Context: an optimization exercise on an open-source flow, tuned for small area and a short achievable clock period. The choices shown serve that exercise and are no tape-out recipe.
At most, simulation tests tie the RTL to the original design; equivalence was not proved.
For runs 1 to 4, only the layout was checked, not whether the RTL still works.
The clock input has no modelled driver; a real chip could not lean on it and would need a root buffer or a full tree.
Power figures rest on the tool's default switching activity, not on a simulated workload.

[design/flow/flow/run.sh]
#!/bin/bash
set -euo pipefail
export BUFFER_PORTS_ARGS="-buffer_cell sky130_fd_sc_hd__buf_1"
export CTS_ARGS="-sink_clustering_enable -repair_clock_nets -sink_clustering_size 30 -sink_clustering_max_diameter 60 -buf_list sky130_fd_sc_hd__clkbuf_16 -dont_use_dummy_load"
bash standard.sh > standard.log 2>&1
[design/flow/standard.sh]
#!/bin/bash
# synth_recipe.tcl (not shown) runs the flow's synth.tcl, then flattens the netlist and writes it again
# the make line also repeats each setting of config.mk as NAME=value (left out here)
make -C /OpenROAD-flow-scripts/flow DESIGN_CONFIG=/design/flow/config.mk WORK_HOME=/design/flow/orfs CLKGATE_MAP_FILE= SYNTH_SCRIPT=/design/flow/synth_recipe.tcl "${@:-finish}"
[design/flow/config.mk]
export PLATFORM = sky130hd
export DESIGN_NAME = spi_acl_responder
export DESIGN_NICKNAME = spi_acl_responder
export VERILOG_FILES = /design/flow/design.v
export SDC_FILE = /design/flow/constraint.sdc
export NUM_CORES = 4
export LEC_CHECK = 0
export ABC_CLOCK_PERIOD_IN_PS = 2200
export CAP_MARGIN = 20
export CORE_MARGIN = 2
export CORE_UTILIZATION = 65
export CTS_BUF_LIST = sky130_fd_sc_hd__clkbuf_16
export CTS_CLUSTER_DIAMETER = 60
export CTS_CLUSTER_SIZE = 30
export PLACE_DENSITY = 0.75
export SETUP_SLACK_MARGIN = 3.8
export SLEW_MARGIN = 20
[design/flow/constraint.sdc]
create_clock -name core_clock -period 6.0 [get_ports {CLK}]
set_input_delay 1.2000 -clock core_clock [delete_from_list [all_inputs] [get_ports {CLK}]]
set_output_delay 1.2000 -clock core_clock [all_outputs]
set_load 0.01 [all_outputs]
[design/flow/design.v]
`timescale 1ns/1ps
module spi_acl_responder #(
  parameter int          ADDR_W  = 6,
  parameter logic [7:0]  DEVID   = 8'hAD,
  parameter int          SYNC_FF = 2
) (
  input  logic              CLK,
  input  logic              RST,
  input  logic              SCLK,
  input  logic              SS,
  input  logic              SDI,
  output logic              SDO,
  input  logic              smp_valid,
  input  logic [7:0]        smp_x,
  input  logic [7:0]        smp_y,
  input  logic [7:0]        smp_z,
  output logic [7:0]        pwr_ctl,
  output logic              wr_stb,
  output logic [ADDR_W-1:0] wr_addr,
  output logic [7:0]        wr_data,
  output logic              frame_done,
  output logic              cmd_err
);
  localparam logic [7:0] CMD_WR = 8'h0A;
  localparam logic [7:0] CMD_RD = 8'h0B;
  localparam logic [5:0] A_DEV  = 6'h00;
  localparam logic [5:0] A_X    = 6'h08;
  localparam logic [5:0] A_Y    = 6'h09;
  localparam logic [5:0] A_Z    = 6'h0A;
  localparam logic [5:0] A_PWR  = 6'h2D;
  typedef enum logic [2:0] {
    S_IDLE, S_CMD, S_ADDR, S_WDATA, S_RDATA, S_IGNORE
  } state_t;
  state_t state, state_next;
  logic [1:0] sclk_sync, ss_sync, sdi_sync;
  logic sclk_s, ss_s, sdi_s, sclk_d, ss_d;
  logic rise, fall, rise_nx, ss_rise, ss_fall, active;
  logic [2:0] bit_cnt;
  logic [7:0] sr, rx_next, rx_pre, tx_next;
  logic [5:0] addr, addr_inc;
  logic       addr_bad, is_rd, got_byte, read_only;
  logic       bd_pre, byte_done, c_wr, c_rd, wr_en, tx_load, tx_shift, rx_shift, to_rdata;
  logic       sdo_q;
  logic [7:0] pwr_q, smp_xq, smp_yq, smp_zq;
  logic       smp_ok;
  logic [5:0] pre_addr;
  logic       pre_bad, f_dev, f_smp, f_y, f_z, f_pwr, f_c0, f_c1;
  logic [7:0] ld_val, smp_sel;
  logic [2:0] rot8, rot7, rot5;
  logic       clr;
  logic [4:0] pa;
  logic [2:0] hl [8];
  logic [7:0] tail [8];
  logic [7:0] ins;
  logic [7:0] tail_sel;
  logic [2:0] cap_sel;
  logic       cap0, cap1;
  logic [7:0] cand0, cand1;
  assign sclk_s  = sclk_sync[1];
  assign ss_s    = ss_sync[1];
  assign sdi_s   = sdi_sync[1];
  assign rise    = sclk_s & ~sclk_d;
  assign fall    = ~sclk_s & sclk_d;
  assign rise_nx = sclk_sync[0] & ~sclk_s;
  assign ss_rise = ss_s & ~ss_d;
  assign ss_fall = ~ss_s & ss_d;
  assign active    = (state != S_IDLE) && !ss_s;
  assign rx_next   = {sr[6:0], sdi_s};
  assign rx_pre    = {sr[6:0], sdi_s};
  assign read_only = (addr == A_DEV) || (addr == A_X) || (addr == A_Y) || (addr == A_Z);
  assign addr_inc  = addr + 6'd1;
  assign bd_pre    = !RST && rise_nx && active && (bit_cnt == 3'd7);
  assign pwr_ctl = pwr_q;
  assign SDO     = sdo_q;
  always_ff @(posedge CLK) begin
    sclk_sync <= {sclk_sync[0], SCLK};
    sdi_sync  <= {sdi_sync[0], SDI};
    sclk_d    <= sclk_s;
    if (RST) begin
      ss_sync <= '0;
      ss_d    <= 1'b0;
    end else begin
      ss_sync <= {ss_sync[0], SS};
      ss_d    <= ss_s;
    end
  end
  always_ff @(posedge CLK) begin
    byte_done <= bd_pre;
    c_wr      <= rx_pre == CMD_WR;
    c_rd      <= rx_pre == CMD_RD;
    wr_en     <= bd_pre && state == S_WDATA && !addr_bad && !read_only;
  end
  always_ff @(posedge CLK) begin
    if (RST) state <= S_IDLE;
    else     state <= state_next;
  end
  always_comb begin
    state_next = state;
    if (ss_s) begin
      state_next = S_IDLE;
    end else begin
      case (state)
        S_IDLE:  if (ss_fall) state_next = S_CMD;
        S_CMD:   if (byte_done) state_next = (c_wr || c_rd) ? S_ADDR : S_IGNORE;
        S_ADDR:  if (byte_done) state_next = is_rd ? S_RDATA : S_WDATA;
        default: state_next = state;
      endcase
    end
  end
  always_comb begin
    if (state == S_ADDR) begin
      pre_addr = rx_pre[5:0];
      pre_bad  = rx_pre[7:6] != 2'b00;
    end else begin
      pre_addr = addr_inc;
      pre_bad  = addr_bad;
    end
  end
  always_ff @(posedge CLK) begin
    f_dev <= !pre_bad && pre_addr == A_DEV;
    f_smp <= !pre_bad && (pre_addr == A_X || pre_addr == A_Y || pre_addr == A_Z);
    f_y   <= pre_addr[0];
    f_z   <= pre_addr[1];
    f_pwr <= !pre_bad && pre_addr == A_PWR;
    f_c0  <= !pre_bad && !pre_addr[0] && pre_addr != A_DEV && pre_addr != A_X && pre_addr != A_Z;
    f_c1  <= !pre_bad && pre_addr[0] && pre_addr != A_Y && pre_addr != A_PWR;
  end
  assign smp_sel = f_z ? smp_zq : f_y ? smp_yq : smp_xq;
  assign ld_val  = ({8{f_dev}} & DEVID) | ({8{f_smp && smp_ok}} & smp_sel) | ({8{f_pwr}} & pwr_q) |
                   ({8{f_c0}} & cand0) | ({8{f_c1}} & cand1);
  assign to_rdata = (state == S_ADDR && is_rd) || state == S_RDATA;
  assign tx_load  = byte_done && to_rdata;
  assign tx_shift = active && state == S_RDATA && fall && bit_cnt != 3'd0;
  assign rx_shift = active && state != S_RDATA && rise;
  assign tx_next  = tx_load ? ld_val : tx_shift ? {sr[6:0], 1'b0} : rx_shift ? rx_next : sr;
  always_ff @(posedge CLK) begin
    sr <= tx_next;
    if (!active) begin
      bit_cnt  <= '0;
      got_byte <= 1'b0;
    end else begin
      if (rise) bit_cnt <= bit_cnt + 3'd1;
      if (byte_done) got_byte <= 1'b1;
      if (byte_done && state == S_CMD) is_rd <= c_rd;
      if (byte_done && state == S_ADDR) begin
        addr     <= rx_next[5:0];
        addr_bad <= rx_next[7:6] != 2'b00;
      end else if (byte_done && (state == S_WDATA || state == S_RDATA)) begin
        addr     <= addr_inc;
      end
    end
  end
  always_ff @(posedge CLK) begin
    if (RST) sdo_q <= 1'b0;
    else     sdo_q <= to_rdata && !ss_s && !ss_sync[0] && (state == S_RDATA || byte_done) && tx_next[7];
  end
  always_ff @(posedge CLK) begin
    if (RST) pwr_q <= 8'h00;
    else if (wr_en && addr == A_PWR) pwr_q <= rx_next;
    if (smp_valid) begin
      smp_xq <= smp_x;
      smp_yq <= smp_y;
      smp_zq <= smp_z;
    end
    if (RST) smp_ok <= 1'b0;
    else if (smp_valid) smp_ok <= 1'b1;
  end
  always_ff @(posedge CLK) begin
    if (RST) begin
      rot8 <= 3'd0;
      rot7 <= 3'd1;
      rot5 <= 3'd3;
      clr  <= 1'b1;
    end else begin
      rot8 <= rot8 + 3'd1;
      rot7 <= (rot7 == 3'd7) ? 3'd1 : rot7 + 3'd1;
      rot5 <= (rot5 == 3'd7) ? 3'd3 : rot5 + 3'd1;
      if (rot8 == 3'd7) clr <= 1'b0;
    end
  end
  assign hl[0] = rot7;
  assign hl[1] = rot5;
  assign hl[2] = rot8;
  assign hl[3] = rot8;
  assign hl[4] = rot8;
  assign hl[5] = (rot7 == 3'd5) ? 3'd0 : rot7;
  assign hl[6] = rot8;
  assign hl[7] = rot8;
  function automatic int rlen(input int r);
    case (r)
      0:       rlen = 7;
      1:       rlen = 5;
      5:       rlen = 7;
      default: rlen = 8;
    endcase
  endfunction
  for (genvar r = 0; r < 8; r++) begin : g_ins
    assign ins[r] = clr || (wr_addr[5:3] == 3'(r) && wr_addr[2:0] == hl[r]);
  end
  for (genvar r = 0; r < 8; r++) begin : g_ring
    localparam int L = rlen(r);
    logic [8*L-1:0] q;
    assign tail[r] = q[8*L-1:8*L-8];
    always_ff @(posedge CLK) q <= {ins[r] ? wr_data : q[7:0], q[8*L-1:8]};
  end
  always_comb begin
    if (state == S_ADDR) pa = (bit_cnt == 3'd7) ? sr[4:0] : {sr[3:0], sdi_s};
    else                 pa = addr_inc[5:1];
  end
  always_ff @(posedge CLK) begin
    cap_sel <= pa[4:2];
    cap0    <= hl[pa[4:2]] == {pa[1:0], 1'b0};
    cap1    <= hl[pa[4:2]] == {pa[1:0], 1'b1};
  end
  assign tail_sel = tail[cap_sel];
  always_ff @(posedge CLK) begin
    if (cap0) cand0 <= tail_sel;
    if (cap1) cand1 <= tail_sel;
  end
  always_ff @(posedge CLK) begin
    if (RST) begin
      wr_stb     <= 1'b0;
      wr_addr    <= '0;
      wr_data    <= '0;
      frame_done <= 1'b0;
      cmd_err    <= 1'b0;
    end else begin
      wr_stb     <= wr_en;
      frame_done <= ss_rise && got_byte;
      if (wr_en) begin
        wr_addr <= addr;
        wr_data <= rx_next;
      end
      if (byte_done && state == S_CMD && !c_wr && !c_rd)
        cmd_err <= 1'b1;
    end
  end
endmodule
==> flow_metrics.py, run 1 <==
metrics = {
    "worst_setup_path": {
        "endpoint": "wr_data[7]",
        "cp.depth": 1,
        "cp_max_fo": 10,
        "max_stage_delay_ns": 0.44,
        "r2r_cells": 7,
        "cp_num_buf_inv": 1,
        "crit_path_start_kind": "flop",
        "crit_type": "flop to output port",
        "crit_path_cell_trace": "buf_1",
        "timing.rr.end": "cap1",
        "cp.required_ns": 4.80,
        "arrival_ns": 1.15,
        "cp-startpoint": "wr_data[7]",
        "reg2reg_from": "addr[1]",
        "slowest_stage": "dfxtp_4",
        "r2r_setup_slack_ns": 3.82,
        "crit_path_end_kind": "output port",
        "crit_family": "flip-flops",
    },
    "synthesis": {
        "async_flop_share": 0,
        "avgSynthCellArea_sq_um": 14.4,
        "synth_top_family_by_area": "multiplexers",
        "synth_seq_area_share": 0.773,
        "synth_area_sq_mm": 0.0161,
        "syn_inst": 1119,
        "ys.flop_type": "dfxtp_1",
        "synth_compound_area_frac": 0.0487,
        "yosys.area_share.adder": 0.0109,
        "synth-simple-area-share": 0.0577,
        "synth_edf_count": 55,
        "synth_top_area_cell": "dfxtp_1",
        "synth_top_area_share": 0.671,
        "synth_area_leaders": "dfxtp_1, edfxtp_1, mux2_2, mux2i_1, nor2_1",
        "ys.warnings.count": 3,
        "synth-seq-cells": 596,
        "synth_nets": 1163,
        "synth-xor-area-share": 0.0103,
        "synth_cell_type_count": 66,
        "synthMuxAreaShare": 0.0841,
    },
    "layout": {
        "layoutNonFillerInstCount": 1540,
        "num-fill-cells": 1536,
        "finalNetCount": 1262,
        "final_common_cell": "dfxtp_1",
        "syn_to_final_growth_pct": 12.1,
        "final_cell_mix": "dfxtp_1, nor2_1, mux2_2, edfxtp_1, nand2_1",
        "antenna_cells": 0,
        "drive_gt1_frac": 0.198,
        "fin_area_sq_mm": 0.0181,
    },
    "floorplanning": {
        "dieArea_sq_mm": 0.0261,
        "pin_count": 56,
        "start_util": 0.664,
        "die_h_microns": 162,
        "fp.dieW_microns": 162,
        "rows": 57,
        "core_area_sq_mm": 0.0243,
    },
    "clock_tree": {
        "htreeDepth": 1,
        "cts_root_buffer": "clkbuf_16",
        "cts_made_buffers": 28,
        "clkSinkCount": 596,
        "cts_tree": "built",
        "clock_latency_ns": 0.57,
        "clk_path_buf_depth": 3,
        "cts.clk_slew.worst_paths_ns": 0.10,
    },
    "global_route": {
        "overflow": 0,
        "use_met1": 0.301,
        "grt_pass1_wl_mm": 43.8,
        "grt_pass1_vias": 8046,
        "met3_usage": 0.0329,
        "antenna_found_initial": 0,
        "grtUsageMet2": 0.361,
        "grt_max_degree": 42,
        "gr-usage-all-layers": 0.220,
        "top_usage_layer": "met2",
    },
    "placed_design": {
        "hpwl_mm": 17.3,
        "placed_area_sq_mm": 0.0166,
        "gp_congestion": 0.808,
        "port_buffers": 55,
        "place_inst": 1465,
    },
    "min_path": {
        "hp-class": "flop to flop",
        "min-delay-start": "g_ring[1].q[20]",
    },
    "power": {
        "ir_worst_vdd_mv": 0.312,
        "total_power_mw": 6.09,
        "power_density_mw_per_mm2": 337,
        "power.leakage_nw": 7.17,
    },
    "status": {
        "run_status": "timing/DRC/antenna clean",
    },
    "sta": {
        "setup_viol": 0,
        "worstMarginPinSlew_ns": 0.888,
        "rsz0062_at_grt": "true",
        "relSlewSlack": 0.403,
        "tns_ns": 0,
        "slew_viol_final": 0,
        "period_share": 0.392,
        "period_needed_ns": 2.35,
        "clock.fmax_ghz": 0.425,
        "skew_ns": 0.0425,
        "hold_viol_final": 0,
    },
    "detailed_routing": {
        "viasPerCell": 5.31,
        "drt_iter0_drc": 647,
        "firstDrtPassIters": 5,
        "vias": 8173,
        "drc": 0,
        "ant_nets": 0,
        "wl_mm": 28.6,
        "wl_per_cell_microns": 18.6,
    },
    "flow_run": {
        "drv_cap": 0,
    },
}
-- flip-flops by register name, indices dropped and copies added (netlist names), 8 cells and up --
register  count
g_ring.q    472
cand0         8
cand1         8
pwr_q         8
smp_xq        8
smp_yq        8
smp_zq        8
sr            8
wr_data       8
-- per-stage QoR --
stage	util	setup WS, ns	hold slack, ns
after floorplan	-	3.81	0.310
after global placement	0.684	3.53	0.310
after detailed placement	0.685	3.50	0.312
after CTS	0.735	3.56	0.309
after global routing	0.744	3.61	0.308
final	0.744	3.65	0.298
-- repair_timing --
item,in CTS,in global routing
hold buffers,0,0
setup endpoints to repair,80,70
hold endpoints to repair,0,0
pin swaps,0,3
setup buffers,31,16
gates resized for setup,98,21
-- cells in the mapped netlist (5+ instances only) --
master / n
ha_1: 14
xor2_1: 10
a21oi_1: 31
clkbuf_1: 29
a22oi_1: 7
nor4_1: 8
nor2b_1: 9
inv_1: 22
and2_1: 5
mux2_2: 69
nand3_1: 10
o22ai_1: 6
buf_1: 6
edfxtp_1: 55
a31oi_1: 6
nand2_1: 54
xnor2_1: 9
nor2_1: 70
o21ai_0: 22
mux2i_1: 40
a31oi_2: 5
dfxtp_1: 541
mux4_2: 8
nor3_1: 11
-- kinds of logic after synthesis --
family,Yosys count
AND/OR/NAND/NOR,195
multiplexers,117
adder cells (fa/ha/maj),14
flip-flops,596
AO/OA/AOI/OAI,115
XOR/XNOR,19
buffers and inverters,63
-- per-layer routing --
| metal | vias to the layer above | routed length, microns | part of all wire |
|---|---|---|---|
| li1 | 3987 | - | - |
| met1 | 3958 | 13100 | 0.46 |
| met4 | 0 | 959 | 0.033 |
| met3 | 59 | 1210 | 0.042 |
| met5 | - | 0 | 0 |
| met2 | 169 | 13300 | 0.47 |
-- power by group --
part           leakage [nW]  switching (mW)  total [mW]  internal, mW
clock                 0.345            1.10        1.93         0.832
sequential             4.91          0.0313        4.07          4.04
combinational          1.91          0.0492      0.0944        0.0453
total                  7.17            1.18        6.09          4.92
-- area by class of cell --
cell class / instances / area (sq um) / area share
clock buffers: 28 / 701 / 0.0387
well taps: 324 / 405 / 0.0224
flip-flops and latches: 596 / 12600 / 0.694
multi-input cells: 460 / 3550 / 0.196
inverters: 24 / 90.1 / 0.00498
repair buffers: 108 / 782 / 0.0432
-- worst min path at each step --
stage / to / depth (start not counted)
final: g_ring[1].q[12] / 0
after global placement: g_ring[4].q[34] / 0
after floorplan: g_ring[0].q[0] / 0
after detailed placement: g_ring[3].q[45] / 0
after CTS: g_ring[1].q[12] / 0
after global routing: g_ring[1].q[12] / 0
==> inputs of run 2 (changes only) <==
==> design/flow/flow/run.sh (replaced) <==
#!/bin/bash
set -euo pipefail
export BUFFER_PORTS_ARGS="-buffer_cell sky130_fd_sc_hd__buf_2"
export CTS_ARGS="-sink_clustering_enable -repair_clock_nets -sink_clustering_size 30 -sink_clustering_max_diameter 60 -buf_list sky130_fd_sc_hd__clkbuf_16 -dont_use_dummy_load"
bash standard.sh > standard.log 2>&1
--- a/design/flow/config.mk
+++ b/design/flow/config.mk
@@ -5,6 +5,7 @@
 export SDC_FILE = /design/flow/constraint.sdc
 export NUM_CORES = 4
 export LEC_CHECK = 0
+export ABC_AREA = 1
 export ABC_CLOCK_PERIOD_IN_PS = 2200
 export CAP_MARGIN = 20
 export CORE_MARGIN = 2
==> run 2 against run 1 <==
Non-clock buffer count is 26 lower. Worst setup slack better by 0.063 ns. Largest cell class unchanged. Cell count is 9.9% higher. Wire length is 6.5% higher. Area after synthesis is 0.88% higher. Register-to-register slack better by 0.05 ns. Combinational power grew to 4.2 times the previous value. Critical path type unchanged. Global-route usage is 1.2 points higher. Critical endpoint is now wr_data[6]. Utilization is 0.61 points lower. Clock power hardly changed.
==> flow_metrics.py, run 2 <==
metrics = {
    "status": {
        "run_status": "timing/DRC/antenna clean",
    },
    "sta": {
        "skew_ns": 0.0457,
        "tns_ns": 0,
        "period_share": 0.381,
        "rsz0062_at_grt": "true",
        "slew_viol_final": 0,
        "period_needed_ns": 2.29,
        "relSlewSlack": 0.367,
        "setup_viol": 0,
        "worstMarginPinSlew_ns": 0.946,
        "clock.fmax_ghz": 0.437,
        "hold_viol_final": 0,
        "fin_ws_ns": 3.71,
    },
    "worst_setup_path": {
        "crit_path_start_kind": "flop",
        "r2r_cells": 11,
        "crit_type": "flop to output port",
        "cp_max_fo": 2,
        "crit_path_end_kind": "output port",
        "cp.required_ns": 4.80,
        "arrival_ns": 1.09,
    },
    "floorplanning": {
        "fp.dieW_microns": 162,
        "rows": 57,
        "dieArea_sq_mm": 0.0263,
        "die_h_microns": 162,
        "start_util": 0.666,
        "core_area_sq_mm": 0.0245,
        "pin_count": 56,
    },
    "placed_design": {
        "port_buffers": 55,
        "place_inst": 1637,
        "hpwl_mm": 19.8,
        "pre_cts_slack_ns": 3.44,
        "placed_area_sq_mm": 0.0168,
        "gp_congestion": 0.912,
    },
    "layout": {
        "finalNetCount": 1414,
        "antenna_cells": 0,
        "final_common_cell": "dfxtp_1",
        "final_cell_mix": "dfxtp_1, inv_1, nand2_1, o21ai_0, nor2_1",
        "regMostFlops": "g_ring.q",
        "layoutNonFillerInstCount": 1692,
        "syn_to_final_growth_pct": 10.9,
        "drive_gt1_frac": 0.164,
        "fin_area_sq_mm": 0.0180,
        "final_core_utilization": 0.738,
        "largest_reg_flops": 472,
    },
    "power": {
        "p_sw_frac": 0.222,
        "p_sw_mw": 1.44,
        "power_density_mw_per_mm2": 359,
        "p_seq_frac": 0.643,
        "p_int_mw": 5.05,
        "clockPowerShare": 0.296,
        "ir_worst_vdd_mv": 0.293,
        "power.leakage_nw": 7.20,
        "power_frac_comb": 0.061,
    },
    "synthesis": {
        "synth_edf_count": 55,
        "synth_common_cells": "dfxtp_1, inv_1, nand2_1",
        "synth_area_leaders": "dfxtp_1, edfxtp_1, inv_1, mux2_2, nand2_1",
        "synth_top_area_cell": "dfxtp_1",
        "synth-seq-cells": 596,
        "synth_nets": 1326,
        "async_flop_share": 0,
        "avgSynthCellArea_sq_um": 12.7,
        "synth_top_area_share": 0.665,
        "synth_seq_area_share": 0.767,
        "synth_cell_type_count": 51,
        "syn_inst": 1282,
        "ys.warnings.count": 3,
        "synth_area_sq_mm": 0.0163,
        "ys.flop_type": "dfxtp_1",
        "synth_most_common_cell": "dfxtp_1",
    },
    "global_route": {
        "overflow": 0,
        "antenna_found_initial": 0,
        "gr-usage-all-layers": 0.231,
        "grt_pass1_wl_mm": 46.6,
        "grt_max_degree": 31,
        "grt_pass1_vias": 8704,
    },
    "clock_tree": {
        "cts_tree": "built",
        "htreeDepth": 1,
        "cts_root_buffer": "clkbuf_16",
        "cts_made_buffers": 28,
        "clkSinkCount": 596,
        "clock_latency_ns": 0.56,
        "cts.clk_slew.worst_paths_ns": 0.10,
        "clk_path_buf_depth": 3,
    },
    "detailed_routing": {
        "ant_nets": 0,
        "firstDrtPassIters": 6,
        "viasPerCell": 5.23,
        "vias": 8855,
        "drt_iter0_drc": 884,
        "wl_mm": 30.5,
        "drc": 0,
        "wl_per_cell_microns": 18.0,
    },
    "flow_run": {
        "drv_cap": 0,
    },
    "min_path": {
        "holdPathStages": 0,
        "hp-class": "flop to flop",
    },
}
[run 2: cell types whose count changed after synthesis, sizes merged, moves of 16 or more]
cell    previous run  this run
mux2              69        46
inv               24       147
nand3             10        57
o22ai              6        25
a21oi             31        47
o21ai             22        73
mux2i             40         4
nand2             54       113
clkbuf            29        12
[run 2: worst max-delay path, stage by stage, from the launching register on]
cell and delay (ns):
dfxtp_1 0.31, buf_6 0.13, buf_6 0.11
[run 2: worst paths after layout]
| path | startpoint | to | slack, ns |
|---|---|---|---|
| max | wr_data[6] | wr_data[6] | 3.71 |
| min | g_ring[6].q[9] | g_ring[6].q[1] | 0.30 |
| max reg2reg | addr[0] | f_smp | 3.87 |
| min reg2reg | g_ring[6].q[9] | g_ring[6].q[1] | 0.30 |
[run 2: per-layer routing]
layer  share of wire  track usage  vias up
li1                -            -     4338
met1            0.44        0.307     4185
met2            0.47        0.393      267
met3           0.047       0.0345       65
met4           0.038       0.0788        0
met5               0            0        -
[run 2: area by class of cell]
cell class | count | area, sq um
multi-input combinational | 514 | 3180
clock buffer | 28 | 701
fill | 1577 | 6410
inverter | 148 | 556
timing repair buffer | 82 | 657
tap | 324 | 405
sequential | 596 | 12500
[run 2: cells by family after synthesis]
| logic type | share of synthesized area |
|---|---|
| AOI/OAI and AO/OA | 0.0677 |
| xor gates and xnor gates | 0.00592 |
| adders and majority gates | 0.0108 |
| buffers and inverters | 0.0420 |
| DFF | 0.767 |
| muxes | 0.0343 |
| and+or+nand+nor | 0.0727 |
[run 2: through the flow]
| step | hold slack (ns) | total power [mW] |
|---|---|---|
| global route | 0.310 | 6.71 |
| floorplan | 0.310 | 4.52 |
| CTS | 0.308 | 6.49 |
| finish | 0.302 | 6.49 |
| global placement | 0.310 | 4.60 |
| detailed placement | 0.312 | 4.63 |
[run 2: repair_timing]
| action | CTS | global route |
|---|---|---|
| buffers inserted | 20 | 6 |
| hold buffers | 0 | 0 |
| pin swaps | 1 | 2 |
| resized for setup | 55 | 23 |
| endpoints found under the setup margin | 44 | 46 |
| cloned | 0 | 1 |
[run 2: power groups by stage]
stage	logic [mW]	registers (mW)	clock network (mW)
after floorplan	0.296	4.23	0
after global placement	0.344	4.26	0
after detailed placement	0.363	4.26	0
after CTS	0.371	4.17	1.95
after global routing	0.431	4.18	2.09
final	0.393	4.17	1.92
==> inputs of run 3 (changes only) <==
==> design/flow/flow/run.sh (replaced) <==
#!/bin/bash
set -euo pipefail
export PRE_GLOBAL_PLACE_TCL="$PWD/flow/outbuf.tcl"
export BUFFER_PORTS_ARGS="-inputs -buffer_cell sky130_fd_sc_hd__buf_1"
export CTS_ARGS="-sink_clustering_enable -repair_clock_nets -sink_clustering_size 30 -sink_clustering_max_diameter 60 -buf_list sky130_fd_sc_hd__clkbuf_16 -dont_use_dummy_load"
bash standard.sh > standard.log 2>&1
==> design/flow/flow/outbuf.tcl (new file) <==
# Buffer the output ports with buf_2 before the standard step buffers the inputs.
buffer_ports -outputs -buffer_cell sky130_fd_sc_hd__buf_2
==> run 3 against run 2 <==
Still clean on timing, DRC and antenna. Final area fell by 2.5%. Utilization fell by 1.8 points. Critical path depth fell by 2. Global-route usage fell by 0.27 points. Synthesized cell count did not move. Sequential power barely moved. Register-to-register slack barely moved.
==> flow_metrics.py, run 3 <==
metrics = {
    "global_route": {
        "overflow": 0,
        "gr-usage-all-layers": 0.229,
        "antenna_found_initial": 0,
        "grt_max_degree": 31,
        "grt_pass1_wl_mm": 46.3,
        "grt_pass1_vias": 8599,
    },
    "sta": {
        "relSlewSlack": 0.390,
        "worstMarginPinSlew_ns": 0.912,
        "tns_ns": 0,
        "skew_ns": 0.0647,
        "setup_viol": 0,
        "clock.fmax_ghz": 0.455,
        "rsz0062_at_grt": "true",
        "hold_viol_final": 0,
        "slew_viol_final": 0,
        "period_needed_ns": 2.20,
        "whs_ns": 0.298,
        "period_share": 0.367,
    },
    "power": {
        "p_int_mw": 5.07,
        "power_density_mw_per_mm2": 369,
        "power_frac_comb": 0.058,
        "ir_worst_vdd_mv": 0.234,
        "p_sw_mw": 1.43,
        "clockPowerShare": 0.301,
        "p_sw_frac": 0.219,
        "p_seq_frac": 0.642,
        "power.leakage_nw": 6.88,
    },
    "placed_design": {
        "hpwl_mm": 19.4,
        "place_inst": 1611,
        "port_buffers": 55,
        "gp_congestion": 0.901,
        "placed_area_sq_mm": 0.0167,
    },
    "min_path": {
        "hold_end": "g_ring[2].q[40]",
        "holdPathStages": 0,
        "min-delay-start": "g_ring[2].q[48]",
        "hp-class": "flop to flop",
    },
    "synthesis": {
        "async_flop_share": 0,
        "ys.warnings.count": 3,
        "synth_common_cells": "dfxtp_1, inv_1, nand2_1",
        "synth_area_leaders": "dfxtp_1, edfxtp_1, inv_1, mux2_2, nand2_1",
        "synth_top_area_cell": "dfxtp_1",
        "ys.flop_type": "dfxtp_1",
        "synth_nets": 1326,
        "synth_area_sq_mm": 0.0163,
        "synth_cell_type_count": 51,
        "synth-seq-cells": 596,
        "synth_seq_area_share": 0.767,
        "synth_top_area_share": 0.665,
        "avgSynthCellArea_sq_um": 12.7,
        "synth_edf_count": 55,
        "syn_inst": 1282,
        "synth_most_common_cell": "dfxtp_1",
    },
    "detailed_routing": {
        "viasPerCell": 5.28,
        "wl_mm": 29.6,
        "drc": 0,
        "ant_nets": 0,
        "wl_per_cell_microns": 17.9,
        "drt_iter0_drc": 714,
        "firstDrtPassIters": 7,
        "vias": 8734,
    },
    "clock_tree": {
        "cts.clk_slew.worst_paths_ns": 0.10,
        "cts_made_buffers": 29,
        "clock_latency_ns": 0.58,
        "htreeDepth": 1,
        "clkSinkCount": 596,
        "cts_hold_buf": 0,
        "cts_tree": "built",
        "clk_path_buf_depth": 3,
        "cts_root_buffer": "clkbuf_16",
    },
    "worst_setup_path": {
        "crit_path_start_kind": "flop",
        "timing.rr.end": "cand1[3]",
        "r2r_setup_slack_ns": 3.86,
        "cp.required_ns": 4.80,
        "reg2reg_from": "cap_sel[0]",
        "crit_path_end_kind": "output port",
        "crit_type": "flop to output port",
        "arrival_ns": 1.00,
        "cp_max_fo": 7,
        "r2r_cells": 5,
    },
    "layout": {
        "num-fill-cells": 1634,
        "largest_reg_flops": 472,
        "drive_gt1_frac": 0.108,
        "final_cell_mix": "dfxtp_1, inv_1, nand2_1, o21ai_0, nor2_1",
        "final_common_cell": "dfxtp_1",
        "fin_area_sq_mm": 0.0176,
        "layoutNonFillerInstCount": 1654,
        "regMostFlops": "g_ring.q",
        "antenna_cells": 0,
        "syn_to_final_growth_pct": 8.08,
        "finalNetCount": 1376,
    },
    "floorplanning": {
        "fp.dieW_microns": 162,
        "die_h_microns": 162,
        "core_area_sq_mm": 0.0245,
        "rows": 57,
        "dieArea_sq_mm": 0.0263,
        "pin_count": 56,
        "start_util": 0.666,
    },
    "flow_run": {
        "drv_cap": 0,
    },
    "status": {
        "run_status": "timing/DRC/antenna clean",
    },
}
-- run 3: cell counts after synthesis --
Identical to the previous run, type by type.
-- run 3: worst max path at each step --
stage	from	end	slack (ns)	depth (start not counted)
2_1_floorplan	RST	wr_en	4.18	5
3_3_place_gp	RST	wr_en	3.30	6
3_5_place_dp	RST	wr_en	3.21	6
4_1_cts	wr_data[3]	wr_data[3]	3.65	0
5_1_grt	bit_cnt[0]	cap0	3.76	14
6_report	wr_addr[2]	wr_addr[2]	3.80	0
-- run 3: through the flow --
step,setup slack (ns),total power [mW],utilization
after detailed placement,3.21,4.62,0.682
after global routing,3.76,6.73,0.719
final,3.80,6.50,0.719
after floorplan,4.18,4.52,-
after CTS,3.65,6.53,0.717
after global placement,3.30,4.60,0.682
-- run 3: per-layer routing --
metal	GRT usage	routed length (microns)	vias to the layer above
li1	-	-	4267
met3	0.0286	1500	69
met2	0.390	14000	252
met1	0.311	13200	4146
met4	0.0644	884	0
met5	0	0	-
-- run 3: final cells by class --
class / count / area [sq um] / share of cell area
flip-flops and latches: 596 / 12500 / 0.712
multi-input cells: 513 / 3150 / 0.179
clock buffers: 29 / 726 / 0.0412
inverters: 148 / 559 / 0.0318
well taps: 324 / 405 / 0.0230
repair buffers: 43 / 219 / 0.0124
repair inverters: 1 / 5.00 / 0.000284
-- run 3: cell families (layout without fill, tap and decap cells) --
group	count (synthesis)	after routing	synth area share
multiplexers	50	50	0.0343
buffers and inverters	173	221	0.0420
AO/OA/AOI/OAI	178	178	0.0677
adder cells (fa/ha/maj)	14	14	0.0108
flip-flops	596	596	0.767
XOR/XNOR	11	11	0.00592
AND/OR/NAND/NOR	260	260	0.0727
-- run 3: power by group through the flow --
stage	Clock, mW	Combinational, mW	Sequential, mW
after floorplan	0	0.296	4.23
after global placement	0	0.344	4.26
after detailed placement	0	0.357	4.26
after CTS	1.99	0.365	4.17
after global routing	2.14	0.414	4.18
final	1.96	0.374	4.17
-- run 3: timing repair --
action | CTS | global route
gates resized for setup | 32 | 6
setup buffers | 8 | 5
pin swaps | 1 | 2
endpoints found under the setup margin | 37 | 19
gates cloned | 1 | 0
==> inputs of run 4 (changes only) <==
==> design/flow/flow/run.sh (replaced) <==
#!/bin/bash
set -euo pipefail
export BUFFER_PORTS_ARGS="-buffer_cell sky130_fd_sc_hd__buf_2"
export CTS_ARGS="-sink_clustering_enable -repair_clock_nets -sink_clustering_size 45 -sink_clustering_max_diameter 45 -buf_list sky130_fd_sc_hd__clkbuf_16 -dont_use_dummy_load"
bash standard.sh > standard.log 2>&1
removed: design/flow/flow/outbuf.tcl
==> run 4 against run 3 <==
Global-route usage increased by 1.1 points. Clock skew increased by 0.014 ns. Sequential cell count unchanged. Non-clock buffer count increased by 34. Worst hold slack got worse by 0.021 ns. Area after synthesis unchanged. Still clean on timing, DRC and antenna. Sequential power about the same. Combinational power increased by 2%. Utilization increased by 2.5 points. Critical path type unchanged. Highest routed layer unchanged. Cell count increased by 2.7%. First-iteration DRC count increased by 15%. Largest power group unchanged. Total power increased by 6.3%.
==> flow_metrics.py, run 4 <==
metrics = {
    "synthesis": {
        "syn_inst": 1282,
        "synth_seq_area_share": 0.767,
        "ys.warnings.count": 3,
        "synth_most_common_cell": "dfxtp_1",
        "synth-seq-cells": 596,
        "synth_area_leaders": "dfxtp_1, edfxtp_1, inv_1, mux2_2, nand2_1",
        "ys.flop_type": "dfxtp_1",
        "synth_common_cells": "dfxtp_1, inv_1, nand2_1",
        "synth_edf_count": 55,
        "synth_top_area_share": 0.665,
        "synth_nets": 1326,
        "synth_area_sq_mm": 0.0163,
        "async_flop_share": 0,
        "synth_top_area_cell": "dfxtp_1",
        "synth_cell_type_count": 51,
        "avgSynthCellArea_sq_um": 12.7,
    },
    "layout": {
        "layoutNonFillerInstCount": 1698,
        "final_core_utilization": 0.744,
        "final_common_cell": "dfxtp_1",
        "finalNetCount": 1420,
        "final_cell_mix": "dfxtp_1, inv_1, nand2_1, o21ai_0, nor2_1",
        "syn_to_final_growth_pct": 11.8,
        "regMostFlops": "g_ring.q",
        "regArea_sq_mm": 0.0125,
        "drive_gt1_frac": 0.160,
        "antenna_cells": 0,
        "num-fill-cells": 1562,
        "multiInputGateArea_sq_mm": 0.00314,
        "largest_reg_flops": 472,
    },
    "floorplanning": {
        "rows": 57,
        "core_area_sq_mm": 0.0245,
        "fp.dieW_microns": 162,
        "dieArea_sq_mm": 0.0263,
        "start_util": 0.666,
        "die_h_microns": 162,
        "pin_count": 56,
    },
    "worst_setup_path": {
        "crit_path_cell_trace": "buf_6 -> buf_6",
        "crit_family": "flip-flops",
        "crit_path_end_kind": "output port",
        "cp_num_buf_inv": 2,
        "cp_max_fo": 2,
        "r2r_setup_slack_ns": 3.88,
        "max_stage_delay_ns": 0.31,
        "crit_path_start_kind": "flop",
        "cp.depth": 2,
        "cp.required_ns": 4.80,
        "r2r_cells": 5,
        "slowest_stage": "dfxtp_1",
        "arrival_ns": 1.09,
        "crit_type": "flop to output port",
        "crit_top_cell": "buf_6",
    },
    "detailed_routing": {
        "wl_per_cell_microns": 18.6,
        "drt_iter0_drc": 822,
        "wl_mm": 31.5,
        "drc": 0,
        "vias": 9000,
        "viasPerCell": 5.30,
        "firstDrtPassIters": 7,
        "ant_nets": 0,
    },
    "sta": {
        "tns_ns": 0,
        "clock.fmax_ghz": 0.436,
        "relSlewSlack": 0.337,
        "hold_viol_final": 0,
        "worstMarginPinSlew_ns": 0.991,
        "period_share": 0.382,
        "setup_viol": 0,
        "period_needed_ns": 2.29,
        "skew_ns": 0.0783,
        "slew_viol_final": 0,
        "whs_ns": 0.277,
        "rsz0062_at_grt": "true",
    },
    "status": {
        "run_status": "timing/DRC/antenna clean",
    },
    "clock_tree": {
        "cts_root_buffer": "clkbuf_16",
        "htreeDepth": 2,
        "clk_path_buf_depth": 3,
        "cts.clk_slew.worst_paths_ns": 0.11,
        "cts_made_buffers": 40,
        "cts_hold_buf": 0,
        "cts_tree": "built",
        "clock_latency_ns": 0.56,
        "clkSinkCount": 596,
    },
    "power": {
        "p_seq_frac": 0.604,
        "p_int_mw": 5.40,
        "p_sw_frac": 0.219,
        "power_frac_comb": 0.055,
        "ir_worst_vdd_mv": 0.303,
        "p_sw_mw": 1.51,
        "power.leakage_nw": 7.30,
        "clockPowerShare": 0.341,
        "power_density_mw_per_mm2": 379,
        "total_power_mw": 6.91,
    },
    "min_path": {
        "holdPathStages": 0,
        "hp-class": "flop to flop",
    },
    "placed_design": {
        "place_inst": 1637,
        "hpwl_mm": 19.8,
        "port_buffers": 55,
        "gp_congestion": 0.912,
    },
    "global_route": {
        "grt_pass1_vias": 8953,
        "antenna_found_initial": 0,
        "grt_max_degree": 35,
        "overflow": 0,
        "grt_pass1_wl_mm": 48.2,
        "gr-usage-all-layers": 0.240,
    },
    "flow_run": {
        "drv_cap": 0,
    },
}
-- run 4: cell types whose count changed in the layout (fill, tap and decap cells not counted), sizes merged --
cell | previous run | this run
clkbuf | 29 | 40
buf | 42 | 77
clkinvlp | 2 | 1
clkdlybuf4s15 | 1 | 0
-- run 4: power groups by stage --
stage          sequential (mW)  clock, mW  combinational (mW)
6_report                  4.17       2.35               0.381
5_1_grt                   4.18       2.54               0.422
4_1_cts                   4.17       2.39               0.368
3_5_place_dp              4.26          0               0.363
3_3_place_gp              4.26          0               0.344
2_1_floorplan             4.23          0               0.296
-- run 4: final cells by class --
type                    count  area share
clock buffers              40      0.0550
flip-flops and latches    596       0.689
well taps                 324      0.0223
inverters                 148      0.0307
multi-input cells         513       0.172
repair buffers             77      0.0309
-- run 4: worst reg2reg max path, stage by stage (launching register included) --
cell	delay [ns]
dfxtp_1	0.60
inv_1	0.31
nand3_1	0.42
o22ai_1	0.15
nor2_1	0.22
nand3_1	0.19
-- run 4: cells by family (layout without fill, tap and decap cells) --
family | Yosys count | after routing | share of synthesized area
buf+inv | 173 | 265 | 0.0420
flops | 596 | 596 | 0.767
xor+xnor | 11 | 11 | 0.00592
mux | 50 | 50 | 0.0343
compound gates | 178 | 178 | 0.0677
fa+ha+maj | 14 | 14 | 0.0108
simple gates | 260 | 260 | 0.0727
-- run 4: timing repair --
| action | CTS | global route |
|---|---|---|
| setup endpoints to repair | 38 | 33 |
| pin swaps | 1 | 2 |
| buffers inserted | 17 | 4 |
| gates cloned | 0 | 0 |
| gates resized for setup | 48 | 10 |
-- run 4: path summary, 6_finish.rpt --
check,start,to
max,wr_data[6],wr_data[6]
min,g_ring[2].q[32],g_ring[2].q[24]
max reg2reg,cap_sel[0],cand1[0]
min reg2reg,g_ring[2].q[32],g_ring[2].q[24]
-- run 4: metrics by stage --
| step | area, sq um | setup slack, ns |
|---|---|---|
| after floorplan | 16300 | 4.18 |
| after global routing | 18200 | 3.68 |
| final | 18200 | 3.71 |
| after global placement | 16800 | 3.43 |
| after detailed placement | 16800 | 3.44 |
| after CTS | 18100 | 3.69 |
-- run 4: metal layers --
metal  global-route usage  wire length, microns  share of wire
met5                    0                     0              0
met2                0.408                 14900           0.47
met1                0.313                 13700           0.43
met4               0.0917                  1340          0.043
met3               0.0370                  1550          0.049
==> inputs of run 5 (changes only) <==
--- a/design/flow/design.v
+++ b/design/flow/design.v
@@ -52,6 +52,8 @@
   logic [2:0] hl [8];
   logic [7:0] tail [8];
   logic [7:0] ins;
+  logic [5:0] ins_addr;
+  logic [7:0] ins_data;
   logic [7:0] tail_sel;
   logic [2:0] cap_sel;
   logic       cap0, cap1;
@@ -194,14 +196,19 @@
       default: rlen = 8;
     endcase
   endfunction
+  always_ff @(posedge CLK) begin
+    ins_addr <= wr_addr;
+    if (RST) ins_data <= 8'h00;
+    else     ins_data <= wr_data;
+  end
   for (genvar r = 0; r < 8; r++) begin : g_ins
-    assign ins[r] = clr || (wr_addr[5:3] == 3'(r) && wr_addr[2:0] == hl[r]);
+    assign ins[r] = clr || (ins_addr[5:3] == 3'(r) && ins_addr[2:0] == hl[r]);
   end
   for (genvar r = 0; r < 8; r++) begin : g_ring
     localparam int L = rlen(r);
     logic [8*L-1:0] q;
     assign tail[r] = q[8*L-1:8*L-8];
-    always_ff @(posedge CLK) q <= {ins[r] ? wr_data : q[7:0], q[8*L-1:8]};
+    always_ff @(posedge CLK) q <= {ins[r] ? ins_data : q[7:0], q[8*L-1:8]};
   end
   always_comb begin
     if (state == S_ADDR) pa = (bit_cnt == 3'd7) ? sr[4:0] : {sr[3:0], sdi_s};
==> design/flow/flow/run.sh (replaced) <==
#!/bin/bash
set -euo pipefail
export BUFFER_PORTS_ARGS="-buffer_cell sky130_fd_sc_hd__buf_2"
export CTS_ARGS="-sink_clustering_enable -repair_clock_nets -sink_clustering_size 30 -sink_clustering_max_diameter 60 -buf_list sky130_fd_sc_hd__clkbuf_16 -dont_use_dummy_load"
bash standard.sh > standard.log 2>&1
--- a/design/flow/config.mk
+++ b/design/flow/config.mk
@@ -14,5 +14,5 @@
 export CTS_CLUSTER_DIAMETER = 60
 export CTS_CLUSTER_SIZE = 30
 export PLACE_DENSITY = 0.75
-export SETUP_SLACK_MARGIN = 3.8
+export SETUP_SLACK_MARGIN = 3.95
 export SLEW_MARGIN = 20
==> run 5 against run 4 <==
Sequential share of layout area up 0.67 points. First-iteration DRC count down 4.3%. Maximum frequency up 2.7%. Area after synthesis up 1.9%. Register-to-register slack better by 0.13 ns. Synthesized cell count up 0.23%. Total power down 3.4%. Worst setup slack better by 0.061 ns. Sequential cell count up 14. Wire length down 3.2%. Critical endpoint is now wr_data[2]. Worst hold slack better by 0.012 ns. Still clean on timing, DRC and antenna. Critical path depth down 1.
==> flow_metrics.py, run 5 <==
metrics = {
    "power": {
        "power.leakage_nw": 7.37,
        "total_power_mw": 6.67,
        "power_density_mw_per_mm2": 362,
        "ir_worst_vdd_mv": 0.269,
    },
    "detailed_routing": {
        "ant_nets": 0,
        "drc": 0,
        "vias": 8926,
        "firstDrtPassIters": 6,
        "viasPerCell": 5.24,
        "wl_per_cell_microns": 17.9,
        "wl_mm": 30.5,
        "drt_iter0_drc": 787,
    },
    "layout": {
        "antenna_cells": 0,
        "num-fill-cells": 1621,
        "final_cell_mix": "dfxtp_1, inv_1, nand2_1, nor2_1, edfxtp_1",
        "fin_area_sq_mm": 0.0184,
        "regMostFlops": "g_ring.q",
        "syn_to_final_growth_pct": 11.0,
        "drive_gt1_frac": 0.178,
        "layoutNonFillerInstCount": 1705,
        "final_common_cell": "dfxtp_1",
        "largest_reg_flops": 472,
        "finalNetCount": 1421,
    },
    "clock_tree": {
        "clock_latency_ns": 0.58,
        "clkSinkCount": 610,
        "clk_path_buf_depth": 3,
        "cts_root_buffer": "clkbuf_16",
        "cts_tree": "built",
        "htreeDepth": 1,
        "cts.clk_slew.worst_paths_ns": 0.09,
        "cts_made_buffers": 29,
    },
    "status": {
        "run_status": "timing/DRC/antenna clean",
    },
    "min_path": {
        "hold_end": "g_ring[0].q[14]",
        "holdPathStages": 0,
        "hp-class": "flop to flop",
        "min-delay-start": "g_ring[0].q[22]",
    },
    "global_route": {
        "gr-usage-all-layers": 0.226,
        "overflow": 0,
        "grt_pass1_vias": 8641,
        "antenna_found_initial": 0,
        "grt_max_degree": 31,
        "grt_pass1_wl_mm": 46.3,
    },
    "floorplanning": {
        "core_area_sq_mm": 0.0251,
        "start_util": 0.661,
        "pin_count": 56,
        "fp.dieW_microns": 164,
        "dieArea_sq_mm": 0.0268,
        "die_h_microns": 164,
        "rows": 58,
    },
    "synthesis": {
        "synth_area_leaders": "dfxtp_1, edfxtp_1, mux2_2, inv_1, nand2_1",
        "synth_nets": 1329,
        "synth_most_common_cell": "dfxtp_1",
        "ys.warnings.count": 3,
        "synth-seq-cells": 610,
        "ys.flop_type": "dfxtp_1",
        "synth_seq_area_share": 0.769,
        "synth_cell_type_count": 52,
        "synth_top_area_share": 0.670,
        "avgSynthCellArea_sq_um": 12.9,
        "syn_inst": 1285,
        "synth_top_area_cell": "dfxtp_1",
        "synth_edf_count": 55,
        "synth_common_cells": "dfxtp_1, inv_1, nand2_1",
        "async_flop_share": 0,
        "synth_area_sq_mm": 0.0166,
    },
    "sta": {
        "slew_viol_final": 0,
        "hold_viol_final": 0,
        "tns_ns": 0,
        "fin_ws_ns": 3.77,
        "worstMarginPinSlew_ns": 0.993,
        "skew_ns": 0.0569,
        "period_share": 0.372,
        "rsz0062_at_grt": "true",
        "setup_viol": 0,
        "relSlewSlack": 0.335,
        "period_needed_ns": 2.23,
        "clock.fmax_ghz": 0.448,
    },
    "worst_setup_path": {
        "cp_max_fo": 2,
        "r2r_setup_slack_ns": 4.01,
        "cp_num_buf_inv": 1,
        "crit_family": "flip-flops",
        "timing.rr.end": "f_c1",
        "cp.required_ns": 4.80,
        "max_stage_delay_ns": 0.37,
        "arrival_ns": 1.03,
        "reg2reg_from": "addr[0]",
        "crit_path_cell_trace": "buf_6",
        "r2r_cells": 10,
        "cp.depth": 1,
        "slowest_stage": "dfxtp_4",
        "crit_type": "flop to output port",
        "crit_path_start_kind": "flop",
        "crit_path_end_kind": "output port",
    },
    "placed_design": {
        "port_buffers": 55,
        "placed_area_sq_mm": 0.0172,
        "hpwl_mm": 20.3,
        "gp_congestion": 0.904,
        "pre_cts_slack_ns": 3.45,
        "place_inst": 1650,
    },
    "flow_run": {
        "drv_cap": 0,
    },
}
## run 5: cell types whose count changed after synthesis, sizes merged, moves of 3 or more
cell	previous run	this run
nor2	65	69
o21ai	73	64
a21oi	47	50
nor3	9	13
dfxtp	541	555
inv	147	144
nand3	57	52
nor4	7	1
mux2	46	52
## run 5: timing repair
item,CTS,global route
setup buffers,16,9
endpoints found under the setup margin,43,39
pin swaps,3,4
hold buffers,0,0
gates cloned,1,0
endpoints found under the hold margin,0,0
gates resized for setup,56,20
## run 5: worst max path at each step
stage               slack [ns]    endpoint        from
floorplan                 4.16        cap0  bit_cnt[0]
global route              3.75  wr_data[2]  wr_data[2]
CTS                       3.75  wr_data[2]  wr_data[2]
detailed placement        3.45       wr_en         RST
global placement          3.52       wr_en         RST
finish                    3.77  wr_data[2]  wr_data[2]
## run 5: cell families (layout without fill, tap and decap cells)
family / after synthesis / count (layout) / synth area share
buffers and inverters: 165 / 254 / 0.0397
AO/OA/AOI/OAI: 170 / 170 / 0.0633
flip-flops: 610 / 610 / 0.769
multiplexers: 57 / 57 / 0.0383
AND/OR/NAND/NOR: 258 / 259 / 0.0730
adder cells (fa/ha/maj): 14 / 14 / 0.0106
XOR/XNOR: 11 / 11 / 0.00581
## run 5: per-layer routing
metal,vias up,part of all wire,global-route usage
met5,-,0,0
met4,0,0.028,0.0674
met3,60,0.050,0.0273
met2,272,0.46,0.363
met1,4231,0.46,0.325
li1,4363,-,-
## run 5: layout make-up
cell class / instances / area, sq um / area share
Timing Repair Buffer: 81 / 677 / 0.0368
Multi-Input combinational cell: 511 / 3230 / 0.176
Clock buffer: 29 / 726 / 0.0394
Tap cell: 330 / 413 / 0.0224
Sequential cell: 610 / 12800 / 0.696
Inverter: 144 / 554 / 0.0301
## run 5: where the power goes
group	total (mW)	switching [mW]	internal [mW]	leakage, nW
combinational	0.412	0.273	0.139	2.00
sequential	4.27	0.0772	4.19	5.02
clock	1.99	1.13	0.860	0.357
total	6.67	1.48	5.19	7.37
## run 5: stage by stage
| step | util | hold WS, ns |
|---|---|---|
| after floorplan | - | 0.310 |
| after global placement | 0.684 | 0.310 |
| after detailed placement | 0.684 | 0.312 |
| after CTS | 0.727 | 0.287 |
| after global routing | 0.733 | 0.277 |
| final | 0.733 | 0.289 |
==> inputs of run 6 (changes only) <==
--- a/design/flow/config.mk
+++ b/design/flow/config.mk
@@ -14,5 +14,5 @@
 export CTS_CLUSTER_DIAMETER = 60
 export CTS_CLUSTER_SIZE = 30
 export PLACE_DENSITY = 0.75
-export SETUP_SLACK_MARGIN = 3.95
+export SETUP_SLACK_MARGIN = 3.8
 export SLEW_MARGIN = 20
==> run 6 against run 5 <==
Final area fell by 0.78%. Total power decreased by 0.44%. Still clean. Largest power group unchanged. Non-clock buffer count down 5. Highest routed layer unchanged. Cell count shrank 0.29%. Critical endpoint is now pwr_ctl[6].
==> flow_metrics.py, run 6 <==
metrics = {
    "status": {
        "run_status": "timing/DRC/antenna clean",
    },
    "detailed_routing": {
        "drt_iter0_drc": 858,
        "vias": 8885,
        "ant_nets": 0,
        "routed.top_layer": "met4",
        "drc": 0,
        "wl_met2_mm": 13.9,
        "wl_mm": 30.2,
        "drt-met1-wl_mm": 14.0,
        "firstDrtPassIters": 5,
        "dr_wl_met3_mm": 1.43,
        "wl_per_cell_microns": 17.8,
        "viasPerCell": 5.23,
    },
    "worst_setup_path": {
        "crit_type": "flop to output port",
        "crit_path_cell_trace": "buf_6",
        "crit_family": "flip-flops",
        "cp_num_buf_inv": 1,
        "cp_max_fo": 2,
        "crit_path_end_kind": "output port",
        "arrival_ns": 1.03,
        "cp.required_ns": 4.80,
        "crit_path_start_kind": "flop",
        "r2r_setup_slack_ns": 3.95,
        "slowest_stage": "dfxtp_2",
        "max_stage_delay_ns": 0.37,
    },
    "placed_design": {
        "port_buffers": 55,
        "pre_cts_slack_ns": 3.45,
        "gp_congestion": 0.904,
        "hpwl_mm": 20.3,
    },
    "sta": {
        "setup_viol": 0,
        "tns_ns": 0,
        "period_needed_ns": 2.23,
        "worstMarginPinSlew_ns": 1.01,
        "slew_viol_final": 0,
        "period_share": 0.372,
        "clock.fmax_ghz": 0.448,
        "fin_ws_ns": 3.77,
        "hold_viol_final": 0,
        "rsz0062_at_grt": "true",
        "skew_ns": 0.0605,
        "relSlewSlack": 0.327,
    },
    "layout": {
        "antenna_cells": 0,
        "num-fill-cells": 1651,
        "finalNetCount": 1416,
        "final_core_utilization": 0.727,
        "syn_to_final_growth_pct": 10.1,
        "regArea_sq_mm": 0.0128,
        "multiInputGateArea_sq_mm": 0.00318,
        "final_common_cell": "dfxtp_1",
        "final_cell_mix": "dfxtp_1, inv_1, nand2_1, nor2_1, edfxtp_1",
        "regMostFlops": "g_ring.q",
        "largest_reg_flops": 472,
        "drive_gt1_frac": 0.166,
    },
    "global_route": {
        "gr-usage-all-layers": 0.224,
        "grt_pass1_vias": 8613,
        "overflow": 0,
        "grt_pass1_wl_mm": 46.0,
        "grt_max_degree": 31,
        "antenna_found_initial": 0,
    },
    "floorplanning": {
        "fp.dieW_microns": 164,
        "start_util": 0.661,
        "pin_count": 56,
        "core_area_sq_mm": 0.0251,
        "rows": 58,
        "dieArea_sq_mm": 0.0268,
        "die_h_microns": 164,
    },
    "power": {
        "power_density_mw_per_mm2": 364,
        "power.leakage_nw": 7.33,
        "power_frac_comb": 0.058,
        "p_sw_mw": 1.47,
        "p_seq_frac": 0.643,
        "p_int_mw": 5.17,
        "p_sw_frac": 0.221,
        "ir_worst_vdd_mv": 0.269,
        "clockPowerShare": 0.299,
    },
    "clock_tree": {
        "clk_path_buf_depth": 3,
        "htreeDepth": 1,
        "cts_root_buffer": "clkbuf_16",
        "clkSinkCount": 610,
        "clock_latency_ns": 0.58,
        "cts_hold_buf": 0,
        "cts_tree": "built",
        "cts_made_buffers": 29,
        "cts.clk_slew.worst_paths_ns": 0.09,
    },
    "synthesis": {
        "synth_nets": 1329,
        "synth_top_area_cell": "dfxtp_1",
        "async_flop_share": 0,
        "ys.warnings.count": 3,
        "synth_common_cells": "dfxtp_1, inv_1, nand2_1",
        "synth-seq-cells": 610,
        "synth_area_leaders": "dfxtp_1, edfxtp_1, mux2_2, inv_1, nand2_1",
        "avgSynthCellArea_sq_um": 12.9,
        "synth_area_sq_mm": 0.0166,
        "ys.flop_type": "dfxtp_1",
        "synth_top_area_share": 0.670,
        "synth_seq_area_share": 0.769,
        "synth_cell_type_count": 52,
        "synth_edf_count": 55,
        "synth_most_common_cell": "dfxtp_1",
        "syn_inst": 1285,
    },
    "flow_run": {
        "drv_cap": 0,
    },
    "min_path": {
        "hp-class": "flop to flop",
    },
}
-- run 6: cell count changes in the layout (fill, tap and decap cells not counted), moves of 2 or more --
cell / change
nor2_2: -3
buf_12: -3
nand3_2: -2
nand3_1: +2
nor2_1: +3
nand2_1: +4
nand2_2: -4
buf_4: -2
-- run 6: metrics by stage --
step                total power, mW  area [sq um]  hold WS (ns)  std cells
finish                         6.64         18300         0.284       1700
global route                   6.87         18300         0.277       1700
CTS                            6.66         18200         0.287       1693
detailed placement             4.73         17200         0.312       1650
global placement               4.71         17200         0.310       1650
floorplan                      4.63         16600         0.310       1285
-- run 6: area by class of cell --
type,count,area share
clock buffer,29,0.0397
timing repair buffer,76,0.0326
inverter,144,0.0299
multi-input combinational,511,0.174
sequential,610,0.701
tap,330,0.0226
-- run 6: final timing paths --
kind                   startpoint              end  depth (start not counted)
hold reg to reg   g_ring[0].q[22]  g_ring[0].q[14]                          0
setup / recovery         pwr_q[6]       pwr_ctl[6]                          1
hold / removal    g_ring[0].q[22]  g_ring[0].q[14]                          0
setup reg to reg         state[0]             cap1                         13
-- run 6: kinds of logic after synthesis --
| group | share of synthesized area |
|---|---|
| buffers and inverters | 0.0397 |
| adders and majority gates | 0.0106 |
| DFF | 0.769 |
| AOI/OAI and AO/OA | 0.0633 |
| and+or+nand+nor | 0.0730 |
| xor gates and xnor gates | 0.00581 |
| muxes | 0.0383 |
-- run 6: timing repair --
action / CTS / global route
setup endpoints to repair: 26 / 33
buffers inserted: 14 / 6
gates resized for setup: 49 / 9
gates cloned: 0 / 1
pin swaps: 1 / 2
-- run 6: per-layer routing --
metal,vias to the layer above,track usage
met5,-,0
met4,0,0.0674
met3,66,0.0273
met2,253,0.360
met1,4218,0.323
li1,4348,-
-- run 6: power groups by stage --
stage | sequential [mW] | combinational, mW | clock [mW]
2_1_floorplan | 4.33 | 0.307 | 0
3_3_place_gp | 4.36 | 0.355 | 0
3_5_place_dp | 4.36 | 0.367 | 0
4_1_cts | 4.27 | 0.374 | 2.02
5_1_grt | 4.28 | 0.429 | 2.16
6_report | 4.27 | 0.385 | 1.99
==> inputs of run 7 (changes only) <==
==> design/flow/flow/run.sh (replaced) <==
#!/bin/bash
set -euo pipefail
export BUFFER_PORTS_ARGS="-buffer_cell sky130_fd_sc_hd__buf_2"
export CTS_ARGS="-sink_clustering_enable -repair_clock_nets -sink_clustering_size 30 -sink_clustering_max_diameter 60 -buf_list sky130_fd_sc_hd__clkbuf_16 -dont_use_dummy_load"
export POST_CTS_TCL="$PWD/flow/unroot_clk.tcl"
bash standard.sh > standard.log 2>&1
==> design/flow/flow/unroot_clk.tcl (new file) <==
proc unroot_clock_tree {} {
  set block [ord::get_db_block]
  set clknet [$block findNet CLK]
  set roots {}
  foreach it [$clknet getITerms] { if {[$it isInputSignal]} { lappend roots $it } }
  if {[llength $roots] != 1} { puts "unroot: [llength $roots] root pins, left alone"; return }
  set rit [lindex $roots 0]
  set root [$rit getInst]
  set x [$root findITerm X]
  set rootnet [$x getNet]
  set loads {}
  foreach lt [$rootnet getITerms] { if {[$lt isInputSignal]} { lappend loads $lt } }
  if {[llength $loads] > 4} { puts "unroot: root drives [llength $loads] pins, left alone"; return }
  foreach lt $loads { $lt disconnect; $lt connect $clknet }
  $rit disconnect
  $x disconnect
  odb::dbInst_destroy $root
  odb::dbNet_destroy $rootnet
  puts "unroot: CLK now drives [llength $loads] clock buffers directly"
}
unroot_clock_tree
==> run 7 against run 6 <==
Total power is 0.62% lower. Sequential share of layout area rose by 0.14 points. Critical path type unchanged. Sequential cell count unchanged. Wire length barely moved. Worst hold slack is essentially flat. Global-route usage shrank 0.083 points. Still clean on timing, DRC and antenna.
==> flow_metrics.py, run 7 <==
metrics = {
    "detailed_routing": {
        "viasPerCell": 5.23,
        "firstDrtPassIters": 5,
        "drc": 0,
        "wl_mm": 30.1,
        "vias": 8884,
        "ant_nets": 0,
        "wl_per_cell_microns": 17.7,
        "drt_iter0_drc": 902,
    },
    "worst_setup_path": {
        "cp_max_fo": 2,
        "cp_num_buf_inv": 1,
        "crit_family": "flip-flops",
        "arrival_ns": 0.90,
        "crit_path_start_kind": "flop",
        "cp.depth": 1,
        "slowest_stage": "dfxtp_4",
        "r2r_cells": 13,
        "max_stage_delay_ns": 0.37,
        "crit_type": "flop to output port",
        "r2r_setup_slack_ns": 3.96,
        "crit_path_cell_trace": "buf_6",
        "cp.required_ns": 4.80,
        "crit_path_end_kind": "output port",
    },
    "synthesis": {
        "synth_seq_area_share": 0.769,
        "synth_top_area_share": 0.670,
        "synth_most_common_cell": "dfxtp_1",
        "ys.flop_type": "dfxtp_1",
        "avgSynthCellArea_sq_um": 12.9,
        "synth_nets": 1329,
        "synth_common_cells": "dfxtp_1, inv_1, nand2_1",
        "synth-seq-cells": 610,
        "synth_area_sq_mm": 0.0166,
        "synth_area_leaders": "dfxtp_1, edfxtp_1, mux2_2, inv_1, nand2_1",
        "ys.warnings.count": 3,
        "synth_edf_count": 55,
        "synth_cell_type_count": 52,
        "syn_inst": 1285,
        "synth_top_area_cell": "dfxtp_1",
        "async_flop_share": 0,
    },
    "layout": {
        "final_cell_mix": "dfxtp_1, inv_1, nand2_1, nor2_1, edfxtp_1",
        "final_common_cell": "dfxtp_1",
        "antenna_cells": 0,
        "syn_to_final_growth_pct": 9.84,
        "finalNetCount": 1416,
        "regMostFlops": "g_ring.q",
        "drive_gt1_frac": 0.166,
        "largest_reg_flops": 472,
        "num-fill-cells": 1654,
    },
    "global_route": {
        "overflow": 0,
        "grt_pass1_vias": 8608,
        "antenna_found_initial": 0,
        "grt_max_degree": 31,
        "gr-usage-all-layers": 0.223,
        "grt_pass1_wl_mm": 46.0,
    },
    "clock_tree": {
        "cts.clk_slew.worst_paths_ns": 0.09,
        "clkSinkCount": 610,
        "clock_latency_ns": 0.45,
    },
    "min_path": {
        "holdPathStages": 0,
        "hp-class": "flop to flop",
    },
    "sta": {
        "tns_ns": 0,
        "setup_viol": 0,
        "hold_viol_final": 0,
        "clock.fmax_ghz": 0.475,
        "period_needed_ns": 2.10,
        "slew_viol_final": 0,
        "relSlewSlack": 0.334,
        "fin_ws_ns": 3.90,
        "worstMarginPinSlew_ns": 0.995,
        "whs_ns": 0.284,
        "period_share": 0.351,
        "rsz0062_at_grt": "true",
        "skew_ns": 0.0596,
    },
    "floorplanning": {
        "die_h_microns": 164,
        "dieArea_sq_mm": 0.0268,
        "fp.dieW_microns": 164,
        "start_util": 0.661,
        "pin_count": 56,
        "rows": 58,
        "core_area_sq_mm": 0.0251,
    },
    "placed_design": {
        "gp_congestion": 0.904,
        "pre_cts_slack_ns": 3.45,
        "hpwl_mm": 20.3,
        "port_buffers": 55,
    },
    "status": {
        "run_status": "timing/DRC/antenna clean",
    },
    "power": {
        "ir_worst_vdd_mv": 0.269,
        "power.leakage_nw": 7.31,
        "total_power_mw": 6.60,
        "power_density_mw_per_mm2": 362,
    },
    "flow_run": {
        "drv_cap": 0,
    },
}
[run 7: cell type report]
class,instances,area (sq um),area share
Sequential cell,610,12800,0.702
Multi-Input combinational cell,511,3180,0.175
Clock buffer,28,701,0.0385
Timing Repair Buffer,77,578,0.0317
Inverter,144,549,0.0301
Tap cell,330,413,0.0227
[run 7: worst paths after layout]
| check | start | endpoint |
|---|---|---|
| worst max-delay path | wr_data[2] | wr_data[2] |
| worst min-delay path | g_ring[0].q[22] | g_ring[0].q[14] |
| worst max register to register | state[0] | cap1 |
| worst min register to register | g_ring[0].q[22] | g_ring[0].q[14] |
[run 7: kinds of logic after synthesis]
group | share of synthesized area
AOI/OAI and AO/OA | 0.0633
buffers and inverters | 0.0397
adders and majority gates | 0.0106
muxes | 0.0383
and+or+nand+nor | 0.0730
DFF | 0.769
xor gates and xnor gates | 0.00581
[run 7: layer usage]
metal  up-vias  GRT usage  wire (microns)
met5         -          0               0
met4         0     0.0686             874
met3        64     0.0237            1340
met2       264      0.359           13900
met1      4203      0.322           14100
li1       4353          -               -
[run 7: stage by stage]
stage / cells / utilization / instance area (sq um)
final: 1700 / 0.726 / 18200
after global placement: 1650 / 0.684 / 17200
after global routing: 1700 / 0.726 / 18200
after detailed placement: 1650 / 0.684 / 17200
after floorplan: 1285 / - / 16600
[run 7: power by group]
group          total [mW]  switching [mW]  internal (mW)
Combinational       0.386           0.262          0.124
Sequential           4.27          0.0765           4.19
Clock                1.94            1.11          0.832

port drivers added, routing unchanged:
How much do the figures lean on ideal ports? The routed layouts below were timed once more, with nothing changed but the port constraints. Step 1, drivers: a clkbuf_16 drives CLK and a buf_2 each remaining input, both assumed. Step 2 also shifts input and output timing later by t, the mid clock arrival at the registers, as if the neighbouring blocks saw the same clock. a / b / c = ideal ports / drivers / drivers and shift; a / b = the first two.
| run | t (ns) | setup slack, ns | hold WS [ns] | worst slew at a driven data input, ns | cell pins on the clock port's net |
|---|---|---|---|---|---|
| run 1 | 0.602 | 3.649 / 3.596 / 3.452 | 0.298 / 0.298 / 0.298 | 0.04 | 1 |
| run 2 | 0.588 | 3.712 / 3.663 / 3.405 | 0.302 / 0.302 / 0.302 | 0.03 | 1 |
| run 3 | 0.597 | 3.801 / 3.753 / 3.357 | 0.298 / 0.298 / 0.298 | 0.04 | 1 |
| run 4 | 0.566 | 3.707 / 3.657 / 3.518 | 0.277 / 0.277 / 0.277 | 0.05 | 1 |
| run 5 | 0.598 | 3.768 / 3.720 / 3.463 | 0.289 / 0.289 / 0.289 | 0.04 | 1 |
| run 6 | 0.599 | 3.767 / 3.719 / 3.379 | 0.284 / 0.284 / 0.284 | 0.04 | 1 |
| run 7 | 0.476 | 3.897 / 3.838 / 3.465 | 0.284 / 0.283 / 0.283 | 0.04 | 2 |
After both steps setup and hold are still met in every run listed. For run 3, which loses most, drivers alone change the setup slack by -0.048 ns; drivers and shift together by -0.444 ns.
